What follows belongs to an exercise in optimizing a design on an open flow for small area, a short achievable clock period and few clock cycles per item; a production flow would make more cautious choices.
The RTL was checked by simulation tests, not by an equivalence proof against the original design.

==> flow/design.v <==
module sfp_norm_seq #(
  parameter int COL = 8,
  parameter int BW_PSUM = 20,
  parameter int OUT_SHIFT = 8,
  parameter int SW = BW_PSUM + $clog2(COL),
  parameter int BW_OUT = OUT_SHIFT + 2
) (
  input  logic                      clk,
  input  logic                      reset,
  input  logic                      mode_signed,
  input  logic                      mode_dual,
  input  logic                      in_valid,
  output logic                      in_ready,
  input  logic [COL*BW_PSUM-1:0]    in_row,
  output logic [SW-1:0]             sum_out,
  output logic                      sum_out_valid,
  input  logic [SW:0]               sum_in,
  input  logic                      sum_in_valid,
  output logic                      out_valid,
  input  logic                      out_ready,
  output logic [COL*BW_OUT-1:0]     out_row,
  output logic                      busy
);
  localparam int NS = 7;             
  localparam int RW = 25;            
  logic v0, v1, v2, vo;
  logic [NS:1] vd;
  logic xd1;                         
  logic hold, adv, go1, en1, en0;
  logic dm1;
  logic nv0, nv1, nv2, nvo;
  logic [NS:1] nvd;
  assign hold = vo & ~out_ready;
  assign adv  = ~hold;
  assign go1 = ~dm1 | xd1 | sum_in_valid;
  assign en1 = ~v1 | (adv & go1);
  assign en0 = ~v0 | en1;
  logic ir_e, ir_o, ir_x;
  assign in_ready = ir_e | ((ir_o | out_ready) & (ir_x | sum_in_valid));
  assign out_valid = vo;
  assign nv0 = en0 ? in_valid : v0;
  assign nv1 = en1 ? v0 : v1;
  assign nv2 = adv ? v1 & go1 : v2;
  assign nvd = adv ? {vd[NS-1:1], v2} : vd;
  assign nvo = adv ? vd[NS] : vo;
  always_ff @(posedge clk) begin
    if (reset) begin
      v0 <= 1'b0;
      v1 <= 1'b0;
      v2 <= 1'b0;
      vd <= '0;
      vo <= 1'b0;
      busy <= 1'b0;
    end else begin
      v0 <= nv0;
      v1 <= nv1;
      v2 <= nv2;
      vd <= nvd;
      vo <= nvo;
      busy <= nv0 | nv1 | nv2 | (|nvd) | nvo;
    end
  end
  always_ff @(posedge clk) begin
    if (reset) begin
      ir_e <= 1'b1;
      ir_o <= 1'b1;
    end else begin
      ir_e <= ~nv0 | ~nv1;
      ir_o <= ~nvo;
    end
    ir_x <= ~(en1 ? dm0 : dm1) | (~reset & ~en1 & (xd1 | (v1 & dm1 & sum_in_valid)));
  end
  function automatic logic [22:0] fa_s(input logic [22:0] a, input logic [22:0] b, input logic [22:0] c);
    fa_s = a ^ b ^ c;
  endfunction
  function automatic logic [22:0] fa_c(input logic [22:0] a, input logic [22:0] b, input logic [22:0] c, input logic cin);
    logic [22:0] m;
    m = (a & b) | (a & c) | (b & c);
    fa_c = {m[21:0], cin};
  endfunction
  logic [22:0] y [COL];
  logic [COL-1:0] g;
  logic [BW_PSUM-1:0] a_in [COL];
  logic [COL-1:0] ng_in;
  logic [22:0] l1s0, l1c0, l1s1, l1c1, l1s2, l1c2, l2s0, l2c0, l2s1, l2c1, l3s, l3c, l4s, l4c;
  always_comb begin
    for (int c = 0; c < COL; c++) begin
      g[c] = in_row[c*BW_PSUM + BW_PSUM-1];
      y[c] = {4'b0, in_row[c*BW_PSUM +: BW_PSUM-1] ^ {(BW_PSUM-1){g[c]}}};
      a_in[c] = g[c] ? -in_row[c*BW_PSUM +: BW_PSUM] : in_row[c*BW_PSUM +: BW_PSUM];
      ng_in[c] = g[c] & mode_signed;
    end
    l1s0 = fa_s(y[0], y[1], y[2]);          l1c0 = fa_c(y[0], y[1], y[2], g[1]);
    l1s1 = fa_s(y[3], y[4], y[5]);          l1c1 = fa_c(y[3], y[4], y[5], g[2]);
    l1s2 = fa_s(y[6], y[7], {22'b0, g[0]}); l1c2 = fa_c(y[6], y[7], {22'b0, g[0]}, g[3]);
    l2s0 = fa_s(l1s0, l1c0, l1s1);          l2c0 = fa_c(l1s0, l1c0, l1s1, g[4]);
    l2s1 = fa_s(l1c1, l1s2, l1c2);          l2c1 = fa_c(l1c1, l1s2, l1c2, g[5]);
    l3s  = fa_s(l2s0, l2c0, l2s1);          l3c  = fa_c(l2s0, l2c0, l2s1, g[6]);
    l4s  = fa_s(l3s, l3c, l2c1);            l4c  = fa_c(l3s, l3c, l2c1, g[7]);
  end
  logic [BW_PSUM-1:0] a0 [COL];
  logic [COL-1:0] ng0;
  logic dm0;
  logic [COL-1:0] nz0;
  logic [22:0] cs0, cc0;
  always_ff @(posedge clk) begin
    if (en0) begin
      for (int c = 0; c < COL; c++) a0[c] <= a_in[c];
      ng0 <= ng_in;
      dm0 <= mode_dual;
      for (int c = 0; c < COL; c++) nz0[c] <= |in_row[c*BW_PSUM +: BW_PSUM];
      cs0 <= l4s;
      cc0 <= l4c;
    end
  end
  logic [BW_PSUM-1:0] a1 [COL];
  logic [COL-1:0] ng1;
  logic [COL-1:0] nz1;
  logic [SW-1:0] s1;
  logic [SW:0] p1;
  always_ff @(posedge clk) begin
    if (reset) xd1 <= 1'b0;
    else if (en1) xd1 <= 1'b0;
    else if (v1 && dm1 && !xd1 && sum_in_valid) xd1 <= 1'b1;
    if (en1) begin
      for (int c = 0; c < COL; c++) a1[c] <= a0[c];
      ng1 <= ng0;
      dm1 <= dm0;
      nz1 <= nz0;
      s1 <= cs0 + cc0;
    end
    if (!xd1) p1 <= sum_in;
  end
  assign sum_out = s1;
  assign sum_out_valid = v1 & dm1 & ~xd1;
  logic [BW_PSUM-1:0] a4 [COL];
  logic [COL-1:0] ng4;
  logic [SW:0] d4, psel, dsum;
  logic [COL-1:0] nz4;
  logic pz4;
  assign psel = dm1 ? (xd1 ? p1 : sum_in) : '0;
  assign dsum = {1'b0, s1} + psel;
  always_ff @(posedge clk) begin
    if (adv) begin
      for (int c = 0; c < COL; c++) a4[c] <= a1[c];
      ng4 <= ng1;
      d4 <= {dsum[SW:1], dsum[0] | (~|nz1 & (psel == '0))};
      nz4 <= nz1;
      pz4 <= psel == '0;
    end
  end
  logic [RW-1:0] r [NS+1][COL];
  logic [SW:0] dd [NS+1];
  logic [COL-1:0] ngd [NS+1];
  logic [COL-1:0] q8 [NS+1];
  logic [NS-1:0] qb [NS+1][COL];    
  logic [RW-1:0] rn [NS+1][COL];
  function automatic logic [RW-1:0] bk_add(input logic [RW-1:0] x, input logic [RW-1:0] y, input logic ci);
    logic [RW-1:0] p, gg, pp;
    logic [RW:0] carry;
    p = x ^ y;
    gg = x & y;
    pp = p;
    for (int l = 1; l < RW; l = l * 2)
      for (int i = 2*l-1; i < RW; i += 2*l) begin
        gg[i] = gg[i] | (pp[i] & gg[i-l]);
        pp[i] = pp[i] & pp[i-l];
      end
    for (int l = 8; l >= 1; l = l / 2)
      for (int i = 3*l-1; i < RW; i += 2*l) begin
        gg[i] = gg[i] | (pp[i] & gg[i-l]);
        pp[i] = pp[i] & pp[i-l];
      end
    carry[0] = ci;
    for (int i = 0; i < RW; i++) carry[i+1] = gg[i] | (pp[i] & ci);
    bk_add = p ^ carry[RW-1:0];
  endfunction
  function automatic logic [RW-1:0] nr_step(input logic [RW-1:0] rr, input logic qbit, input logic [SW:0] dv);
    logic slo, shi;
    slo = ~rr[RW-1];
    shi = qbit;
    nr_step = bk_add({rr[RW-2:0], 1'b0}, {shi, dv[SW:12] ^ {(SW-11){shi}}, dv[11:0] ^ {12{slo}}}, slo);
  endfunction
  always_comb begin
    for (int c = 0; c < COL; c++) begin
      rn[0][c] = bk_add({4'b0, a4[c], 1'b0}, ~{1'b0, d4}, 1'b1);
      for (int j = 1; j <= NS; j++) rn[j][c] = nr_step(r[j][c], qb[j][c][j-1], dd[j]);
    end
  end
  always_ff @(posedge clk) begin
    if (adv) begin
      dd[1] <= d4;
      ngd[1] <= ng4;
      for (int c = 0; c < COL; c++) begin
        r[1][c] <= rn[0][c];
        q8[1][c] <= nz4[c] & ~|(nz4 & ~(COL'(1) << c)) & pz4;
        qb[1][c] <= '0;
        qb[1][c][0] <= ~rn[0][c][RW-1];
      end
      for (int j = 2; j <= NS; j++) begin
        dd[j] <= dd[j-1];
        ngd[j] <= ngd[j-1];
        q8[j] <= q8[j-1];
        for (int c = 0; c < COL; c++) begin
          r[j][c] <= rn[j-1][c];
          qb[j][c] <= qb[j-1][c];
          qb[j][c][j-1] <= ~rn[j-1][c][RW-1];
        end
      end
    end
  end
  logic [COL*BW_OUT-1:0] row_fin;
  logic [BW_OUT-2:0] hh, nh;
  logic b0;
  always_comb begin
    hh = '0;
    nh = '0;
    b0 = 1'b0;
    for (int c = 0; c < COL; c++) begin
      hh = '0;
      for (int k = 0; k < NS; k++) hh[6-k] = qb[NS][c][k];
      nh = -hh;
      b0 = ~rn[NS][c][RW-1];
      if (q8[NS][c]) row_fin[c*BW_OUT +: BW_OUT] = ngd[NS][c] ? 10'h300 : 10'h100;
      else if (!ngd[NS][c]) row_fin[c*BW_OUT +: BW_OUT] = {hh, b0};
      else row_fin[c*BW_OUT +: BW_OUT] = b0 ? {~hh, 1'b1} : {nh, 1'b0};
    end
  end
  always_ff @(posedge clk) begin
    if (adv) out_row <= row_fin;
  end
endmodule
clock: 6.0 ns
lec_check: 0
abc_area: 1
cap_margin: 20
core_margin: 2
core_utilization: 60
cts_buf_list: sky130_fd_sc_hd__clkbuf_8 sky130_fd_sc_hd__clkbuf_16
cts_cluster_diameter: 60
cts_cluster_size: 30
setup_slack_margin: 3.1
slew_margin: 20
run.sh (not shown) runs the stock make flow with config.mk's settings and CLKGATE_MAP_FILE= SYNTH_SCRIPT=/design/flow/synth_recipe.tcl, a recipe that flattens the netlist after the stock synthesis.
Testbench counts at the start, summed over its fixed seeds: cycles 1,368, rows 1,280.
Edit:
--- a/flow/config.mk
+++ b/flow/config.mk
@@ -11 +11 @@
-export CORE_UTILIZATION = 60
+export CORE_UTILIZATION = 55
@@ -15 +15 @@
-export SETUP_SLACK_MARGIN = 3.1
+export SETUP_SLACK_MARGIN = 2.8
Die area increases by 9.0%.
Core utilization decreases by 11 points.
Global-route usage decreases by 4.0 points.
Clock-buffer cell count increases by 22.
Area after synthesis is unchanged.
Setup slack got worse by 0.082 ns.
Synthesized cell count stays the same.
Edit:
--- a/flow/config.mk
+++ b/flow/config.mk
@@ -11 +11 @@
-export CORE_UTILIZATION = 55
+export CORE_UTILIZATION = 50
@@ -15 +15,2 @@
-export SETUP_SLACK_MARGIN = 2.8
+export PLACE_DENSITY = 0.8
+export SETUP_SLACK_MARGIN = 3.0
Die area went up by 9.9%.
Count of clock-buffer cells in the layout went down by 42.
Clock skew went up by 0.045 ns.
Wire length went down by 0.63%.
Register-to-register slack is better by 0.05 ns.
Area after synthesis is unchanged.
Cell area went up by 1.9%.
Edit:
--- a/flow/config.mk
+++ b/flow/config.mk
@@ -11 +11 @@
-export CORE_UTILIZATION = 50
+export CORE_UTILIZATION = 60
@@ -15,2 +15 @@
-export PLACE_DENSITY = 0.8
-export SETUP_SLACK_MARGIN = 3.0
+export SETUP_SLACK_MARGIN = 2.6
Effect: Area after synthesis stays the same; cell count went down by a few percent; register-to-register slack degrades by 0.26 ns; wire length came out lower by a few percent.
Edit:
--- a/flow/config.mk
+++ b/flow/config.mk
@@ -11 +11 @@
-export CORE_UTILIZATION = 60
+export CORE_UTILIZATION = 50
@@ -15 +15,2 @@
-export SETUP_SLACK_MARGIN = 2.6
+export PLACE_DENSITY = 0.8
+export SETUP_SLACK_MARGIN = 2.8
The new run completed without violations.
Clock-buffer cell count came out lower by 20.
Routed wire length decreases by 2.0%.
Synthesized cell count stays the same.
Die area came out higher by 20%.
Setup slack improved by 0.21 ns.
Cell count came out higher by 3.7%.

## what the ideal ports hide
Ports are ideal in the flow. The routed layouts listed here were re-timed in OpenROAD. Step 1 sets driving cells, clkbuf_16 on the clock port and buf_2 on the other inputs (assumed; they add their load-dependent delay and slew). Step 2 also shifts input and output timing later by t, the mid clock arrival at the registers, as if the neighbouring blocks saw the same clock. Three values: ideal ports, drivers, drivers and shift; two values: the first two.
run | t, ns | setup slack, ns | latest minus earliest clock arrival (ns)
the first run | 1.048 | 2.835 / 2.835 / 1.859 | 0.065 / 0.066
the second run | 1.038 | 2.754 / 2.735 / 1.784 | 0.043 / 0.043
the third run | 1.004 | 2.803 / 2.845 / 1.841 | 0.086 / 0.086
the fourth run | 1.050 | 2.588 / 2.589 / 1.632 | 0.065 / 0.065
the fifth run | 0.995 | 2.798 / 2.739 / 1.869 | 0.092 / 0.091
After both steps setup and hold are still met in every run listed. The setup slack of the first run, which loses most, moves by 0.000 ns with the drivers and by -0.976 ns with both steps.
